From an optimization exercise on the open Yosys and OpenROAD flow, aimed at small area, a short achievable clock period and few clock cycles; shortcuts taken in it are not production practice.
At most, simulation tests tie the RTL to the original design; equivalence was not proved.

== run 1 ==
==> flow/design.v (excerpt) <==
module open_list_sorter_top
(
	input wire logic Clk,
	input wire logic Reset,
	input wire path_geom_pkg::search_cfg_t cfg,
	input wire logic clear,
	input wire logic load_valid,
	input wire path_geom_pkg::node_t load_node,
	input wire logic start,
	input wire sort_ctrl_pkg::list_idx_t rd_index,
	output path_geom_pkg::node_t rd_node,
	output logic busy,
	output logic done
);
	logic [16-5:0] new_cost;
	octile_cost cost_unit
	(
		.Clk(Clk),
		.node(load_node),
		.cfg(cfg),
		.half_cost(new_cost)
	);
	node_store store
	(
		.Clk(Clk),
		.Reset(Reset),
		.clear(clear),
		.load_valid(load_valid),
		.load_node(load_node),
		.new_cost(new_cost),
		.rd_index(rd_index),
		.rd_node(rd_node)
	);
	bubble_sort_ctrl ctrl
	(
		.Clk(Clk),
		.Reset(Reset),
		.start(start),
		.clear(clear),
		.busy(busy),
		.done(done)
	);
endmodule
Size: ~2,200 cells after synthesis, ~500 flip-flops, ~75 I/O pins, ~28,000 sq um of cells after synthesis.
clock: 12.0 ns
lec_check: 0
cap_margin: 20
core_margin: 2
core_utilization: 55
cts_buf_list: sky130_fd_sc_hd__clkbuf_16
cts_cluster_diameter: 70
cts_cluster_size: 24
setup_slack_margin: 5
slew_margin: 20
standard.sh (not shown) runs the stock make flow with config.mk's settings and CLKGATE_MAP_FILE= SYNTH_SCRIPT=/design/flow/synth_recipe.tcl, a recipe that flattens the netlist after the stock synthesis.
==> flow/flow/run.sh <==
#!/bin/bash
set -o pipefail
bash standard.sh SETUP_SLACK_MARGIN=5.6 'BUFFER_PORTS_ARGS=-buffer_cell sky130_fd_sc_hd__buf_2' finish > standard.log 2>&1
Run 1 | stages: all done | timing, DRC, antenna: all pass
Testbench counts of run 1, summed over its fixed seeds: cycles 1,744.
The following lists how run 2 was set up differently from run 1:
- CORE_UTILIZATION: 55 -> 40
- CTS_CLUSTER_SIZE: 24 -> 28
- CTS_CLUSTER_DIAMETER: 70 -> 80
==> flow/flow/run.sh <==
#!/bin/bash
set -o pipefail
bash standard.sh SETUP_SLACK_MARGIN=5.45 'BUFFER_PORTS_ARGS=-buffer_cell sky130_fd_sc_hd__buf_2' finish > standard.log 2>&1
==> comparison <==
The final layout from run 2, which completed every stage, passed the timing, design-rule and antenna checks at the end of the flow. Looking at total wire length after detailed routing, run 2 sits about 1.3% lower than run 1 does. Multi-input combinational gate total delta (run 1 -> run 2): insignificant. Going from run 1 to run 2, path depth of the worst reg2reg path grows by 3. Via count went down slightly going from run 1 to run 2. Delta (run 2 minus run 1): fmax went down by about 1.3%; floorplan row count went up by 15; initial core utilization went down by 16 points. Met3 routed wirelength: run 2 vs run 1 down 490 um.
Changes in run 3 relative to run 2:
- TNS_END_PERCENT newly set to 10
==> flow/flow/run.sh <==
#!/bin/bash
set -o pipefail
bash standard.sh SETUP_SLACK_MARGIN=5.6 'BUFFER_PORTS_ARGS=-buffer_cell sky130_fd_sc_hd__buf_2' finish > standard.log 2>&1
Results
- Run 2 has completed all stages; timing, DRC and antenna checks passed.
- Run 3 has completed all stages; timing, DRC and antenna checks passed.
- Against run 2, maximum achievable frequency in run 3 came out worse.
- Run 3 reports its first element of the critical path as rd_index[0] while run 2 reports rd_index[1].
- Summary — global routing met1 resource utilization, run 3 relative to run 2: lower, by 0.72 points.
- Run 3 — register-to-register slack 0.10 ns lower, run 2 as reference
- Per the comparison of run 3 with run 2, initial antenna violation count shows an increase of 1; non-clock buffer count shows a reduction of 1; sequential share of layout area shows an increase of 0.20 points; overall track demand over capacity in global routing shows a reduction of 0.49 points.
[inputs] run 4 vs run 3
- CTS_CLUSTER_SIZE changed from 28 to 16
- CTS_BUF_LIST changed from sky130_fd_sc_hd__clkbuf_16 to sky130_fd_sc_hd__clkbuf_8
- TNS_END_PERCENT removed (was 10)
- CTS_CLUSTER_DIAMETER changed from 80 to 60
--- outcome ---
Vias: run 4 above run 3. Changes observed in run 4 relative to run 3: setup fix buffers added after clock tree synthesis went up by 2, wire length now larger, minimum setup slack among reg-to-reg paths now sits higher.
--- input diff run 4..run 5 ---
- changing CTS_CLUSTER_SIZE from 16 to 28
- changing CTS_BUF_LIST from sky130_fd_sc_hd__clkbuf_8 to sky130_fd_sc_hd__clkbuf_16
- changing CTS_CLUSTER_DIAMETER from 60 to 80
==> flow/flow/run.sh <==
#!/bin/bash
set -o pipefail
bash standard.sh SETUP_SLACK_MARGIN=5.75 'BUFFER_PORTS_ARGS=-buffer_cell sky130_fd_sc_hd__buf_2' finish > standard.log 2>&1
Min final weighted congestion of routability-driven global placement across run 4 and run 5: run 5
Number of clock buffers in the layout shrinks by more than a quarter when moving from run 4 to run 5.
Run 4 → run 5: largest fanout of any net on the critical path lost 8, clock skew climbed 0.0060 ns, final design area excluding fillers rose by about 3.3%.
For run 6, these inputs were changed with respect to run 5:
==> flow/flow/run.sh <==
#!/bin/bash
set -o pipefail
bash standard.sh SETUP_SLACK_MARGIN=5.68 'BUFFER_PORTS_ARGS=-buffer_cell sky130_fd_sc_hd__buf_2' finish > standard.log 2>&1
Findings:
Timing, DRC, antenna: 0 failures across run 5 and run 6
In run 6, aggregate global-route resource usage is lower than in run 5.
After detailed routing, run 5 needs more wire than run 6.
When the final numbers for run 5 and run 6 were put side by side, the post-route cell area turned out to be greater in run 5.
Run 6 — first-pass GRT wire length about 3% lower, run 5 as reference
Against run 5, run 6 reports a met3 layer usage reported by global route that is lower.
Post-layout utilization of the core in run 6 vs run 5: down 1.0 points

open_list_sorter_top, a different RTL version from the one above (not shown whole).
Size in the first run: roughly 510 flip-flops, roughly 75 I/O pins, roughly 30000 um2 of cells after synthesis.
==> flow/config.mk <==
export PLATFORM = sky130hd
export DESIGN_NAME = open_list_sorter_top
export DESIGN_NICKNAME = open_list_sorter_top
export VERILOG_FILES = /design/flow/design.v
export SDC_FILE = /design/flow/constraint.sdc
export NUM_CORES = 4
export LEC_CHECK = 0
export CAP_MARGIN = 20
export CORE_MARGIN = 2
export CORE_UTILIZATION = 40
export SETUP_SLACK_MARGIN = 5
export SLEW_MARGIN = 20
==> flow/constraint.sdc <==
create_clock -name core_clock -period 12.0 [get_ports {Clk}]
set_input_delay 2.4000 -clock core_clock [delete_from_list [all_inputs] [get_ports {Clk}]]
set_output_delay 2.4000 -clock core_clock [all_outputs]
set_load 0.01 [all_outputs]
==> flow/flow/run.sh <==
#!/bin/bash
set -o pipefail
bash standard.sh SETUP_SLACK_MARGIN=5.6 'BUFFER_PORTS_ARGS=-buffer_cell sky130_fd_sc_hd__buf_2' finish > standard.log 2>&1
The baseline passed the timing, design-rule and antenna checks.
Edit:
==> flow/flow/run.sh (replaced) <==
#!/bin/bash
set -o pipefail
bash standard.sh SETUP_SLACK_MARGIN=5.7 finish > standard.log 2>&1
What happened: Via count rose by 3.6%; worst setup slack degrades by 0.016 ns; global-route usage went up by 1.2 points.
No functional check of the RTL was part of any run of this note.

-- afterwards: timing with drivers on the ports --
The flow's constraints put no driver on any port. The routed layouts listed below were extracted and timed again, unchanged, in two steps.
Step 1, drivers: a clkbuf_16 drives Clk and a buf_2 each remaining input, both assumed.
Step 2 also shifts input and output timing later by t, the mid clock arrival at the registers, as if the neighbouring blocks saw the same clock.
a / b / c = ideal / step 1 / step 2; a / b = the first two.
run | t, ns | setup WS [ns] | hold slack, ns
run 1 | 0.639 | 5.565 / 5.536 / 5.354 | 0.498 / 0.498 / 0.498
run 2 | 0.673 | 5.479 / 5.459 / 5.250 | 0.506 / 0.506 / 0.506
run 3 | 0.674 | 5.338 / 5.318 / 5.288 | 0.508 / 0.508 / 0.508
run 4 | 0.700 | 5.638 / 5.607 / 5.271 | 0.509 / 0.509 / 0.509
run 5 | 0.696 | 5.817 / 5.768 / 5.363 | 0.498 / 0.498 / 0.498
run 6 | 0.668 | 5.701 / 5.667 / 5.276 | 0.510 / 0.510 / 0.510
the first run of note 2 | 0.694 | 5.646 / 5.616 / 5.138 | 0.489 / 0.489 / 0.489
the second run of note 2 | 0.686 | 5.630 / 5.550 / 5.193 | 0.496 / 0.496 / 0.496
After both steps every run listed still meets setup and hold. The setup slack of the first run of note 2, which loses most, moves by -0.030 ns with the drivers and by -0.508 ns with both steps.
